From an optimization exercise on the open Yosys and OpenROAD flow, aimed at small area, a short achievable clock period and few clock cycles per item; shortcuts taken in it are not production practice.
RTL that was checked went through simulation tests only; none was proved equivalent to the original.

==> exp/onyx: inputs <==
// matvec_engine
module matvec_engine
#(
  parameter int DATA_WIDTH = 16,
  parameter int FRAC_BITS  = 8,
  parameter int ROWS       = 4,
  parameter int COLS       = 4
) (
  input  logic                                     clk,
  input  logic                                     rst_n,
  input  logic                                     in_valid,
  output logic                                     in_ready,
  input  logic [1:0]                               mode,
  input  logic [ROWS-1:0][COLS-1:0][DATA_WIDTH-1:0] mat,
  input  logic [COLS-1:0][DATA_WIDTH-1:0]          vec,
  input  logic [ROWS-1:0][DATA_WIDTH-1:0]          bias,
  input  logic                                     abort,
  output logic [ROWS-1:0][DATA_WIDTH-1:0]          out,
  output logic [ROWS-1:0]                          out_sat,
  output logic                                     out_valid,
  input  logic                                     out_ready,
  output logic                                     busy
);
make LEC_CHECK=0 CAP_MARGIN=20 CORE_MARGIN=2 CORE_UTILIZATION=40 SLEW_MARGIN=20 finish   # period 11.0 ns
run.sh (not shown) runs the stock make flow with config.mk's settings and CLKGATE_MAP_FILE= SYNTH_SCRIPT=/design/flow/synth_recipe.tcl, a recipe that flattens the netlist after the stock synthesis.
==> inputs of exp/nickel, as changes to exp/onyx <==
Settings changed: SETUP_SLACK_MARGIN set to 3.
==> notes <==
- exp/nickel finished clean. exp/onyx completed with no timing, DRC or antenna violations.
- Between exp/nickel and exp/onyx, the lower via count is in exp/onyx (gap 1.2%, measured against exp/onyx).
- Against exp/onyx, the maximum frequency of exp/nickel is larger by about 18%.
- Between exp/onyx and exp/nickel, the lower sequential share of layout area is in exp/nickel (gap 0.053 points).
- Between exp/onyx and exp/nickel, the lower worst setup slack is in exp/onyx (gap 1.5 ns).
- Synthesized cell count is the same in exp/nickel and exp/onyx.
- Clock-buffer cell count: exp/onyx is lower than exp/nickel (7).
- Of exp/nickel and exp/onyx, exp/nickel has the higher design area (gap about 0.7%, measured against exp/onyx).
No functional check of the RTL was part of any run of this note.

========
==> inputs of trial 64 <==
matvec_engine, a different RTL version from the one above (not shown whole).
==> flow/config.mk <==
export PLATFORM = sky130hd
export DESIGN_NAME = matvec_engine
export DESIGN_NICKNAME = matvec_engine
export VERILOG_FILES = /design/flow/design.v
export SDC_FILE = /design/flow/constraint.sdc
export NUM_CORES = 4
export LEC_CHECK = 0
export CAP_MARGIN = 20
export CORE_MARGIN = 2
export CORE_UTILIZATION = 55
export PLACE_DENSITY = 0.65
export SLEW_MARGIN = 20
==> flow/constraint.sdc <==
create_clock -name core_clock -period 11.0 [get_ports {clk}]
set_input_delay 2.2000 -clock core_clock [delete_from_list [all_inputs] [get_ports {clk}]]
set_output_delay 2.2000 -clock core_clock [all_outputs]
set_load 0.01 [all_outputs]
standard.sh (not shown) runs the stock make flow with config.mk's settings and CLKGATE_MAP_FILE= SYNTH_SCRIPT=/design/flow/synth_recipe.tcl, a recipe that flattens the netlist after the stock synthesis.
==> flow/flow/run.sh <==
#!/bin/bash
# Own layout flow: the standard synthesis; then fapol.py re-polarises the
# full adders (removing the inverters synthesis leaves between adder cells);
# then the standard layout of that netlist, with plain buffers (instead of
# delay buffers) on the ports. Each tool logs to its own file here.
set -euo pipefail
R=orfs/results/${FLOW_PLATFORM}/matvec_engine/base
bash standard.sh synth > synth.log 2>&1
cp "$R/1_2_yosys.v" "$R/1_2_yosys_std.v"
python3 flow/fapol.py "$R/1_2_yosys_std.v" "$R/1_2_yosys.v" > fapol.log 2>&1
bash standard.sh "BUFFER_PORTS_ARGS=-buffer_cell sky130_fd_sc_hd__buf_1" SETUP_SLACK_MARGIN=6 finish > layout.log 2>&1
Other scripts of this flow, unchanged in this note and not shown: flow/flow/fapol.py
==> build 39 (differences from trial 64) <==
Settings changed: CORE_UTILIZATION 55 to 40, PLACE_DENSITY 0.65 to default.
==> build 97 (differences from trial 64) <==
--- a/flow/flow/run.sh
+++ b/flow/flow/run.sh
@@ -4,3 +4,4 @@
 # then the standard layout of that netlist, with plain buffers (instead of
-# delay buffers) on the ports. Each tool logs to its own file here.
+# delay buffers) on the ports, and timing repair aimed at 6 ns of slack. Each
+# tool logs to its own file here.
 set -euo pipefail
==> comparison <==
Synthesized area is the same in build 97 and build 39.
In synthesized cell count, build 97 and trial 64 do not differ.
Between build 39 and trial 64, the lower core utilization is in build 39 (gap 16 points).
Global-route usage is the same in build 97 and trial 64.
Via count: build 39 is lower than build 97 (about 2%).
==> figures <==
metric	trial 64	build 97	build 39
Result of the run	no timing/DRC/antenna violations	no timing/DRC/antenna violations	no timing/DRC/antenna violations
Number of placed cells counting well taps	12669	12669	13650
Fraction of the cycle the final worst path needs	46.3%	46.3%	46.7%
Antenna violations before repair	66	66	70
Transition at the pin with the smallest max-transition slack	1.32 ns	1.32 ns	1.32 ns
HPWL after DPL	408000 microns	408000 microns	432000 microns
Fraction of layout instances using a drive strength above 1	7.45%	7.45%	8.19%
Final-stage net count	12834	12834	12891
Logic depth of the worst register-to-register path	8	8	10
Crit-path max FO	39	39	40
Reg2reg setup slack	5.91 ns	5.91 ns	5.87 ns
Testbench counts of trial 64, summed over its fixed seeds: cycles 824, items 800.
Testbench counts of build 39, summed over its fixed seeds: cycles 824, items 800.
Testbench counts of build 97, summed over its fixed seeds: cycles 824, items 800.

==> static timing again, ports no longer ideal <==
No port has a modelled driver above. Below, the same layouts with a new extraction and two added sets of constraints.
Step 1, drivers: a clkbuf_16 drives clk and a buf_2 each remaining input, both assumed.
Step 2 adds t to the input delays and takes it off the output delays; t is the mean of the earliest and latest rising clock arrival at the registers after step 1. Input paths then give back, and output paths get back, about the clock's delay inside the block.
Slacks: no drivers / after step 1 / after step 2; pairs: no drivers / after step 1.
run	shift t [ns]	setup WS [ns]	latest minus earliest clock arrival (ns)
exp/onyx	0.812	1.576 / 1.476 / 1.352	0.043 / 0.043
exp/nickel	0.834	3.045 / 3.012 / 2.212	0.052 / 0.051
trial 64	0.939	5.909 / 5.893 / 5.909	0.094 / 0.095
build 39	0.978	5.867 / 5.867 / 5.867	0.085 / 0.085
build 97	0.939	5.909 / 5.893 / 5.909	0.094 / 0.095
After both steps every run listed still meets setup and hold. The setup slack of exp/nickel, which loses most, moves by -0.033 ns with the drivers and by -0.833 ns with both steps.
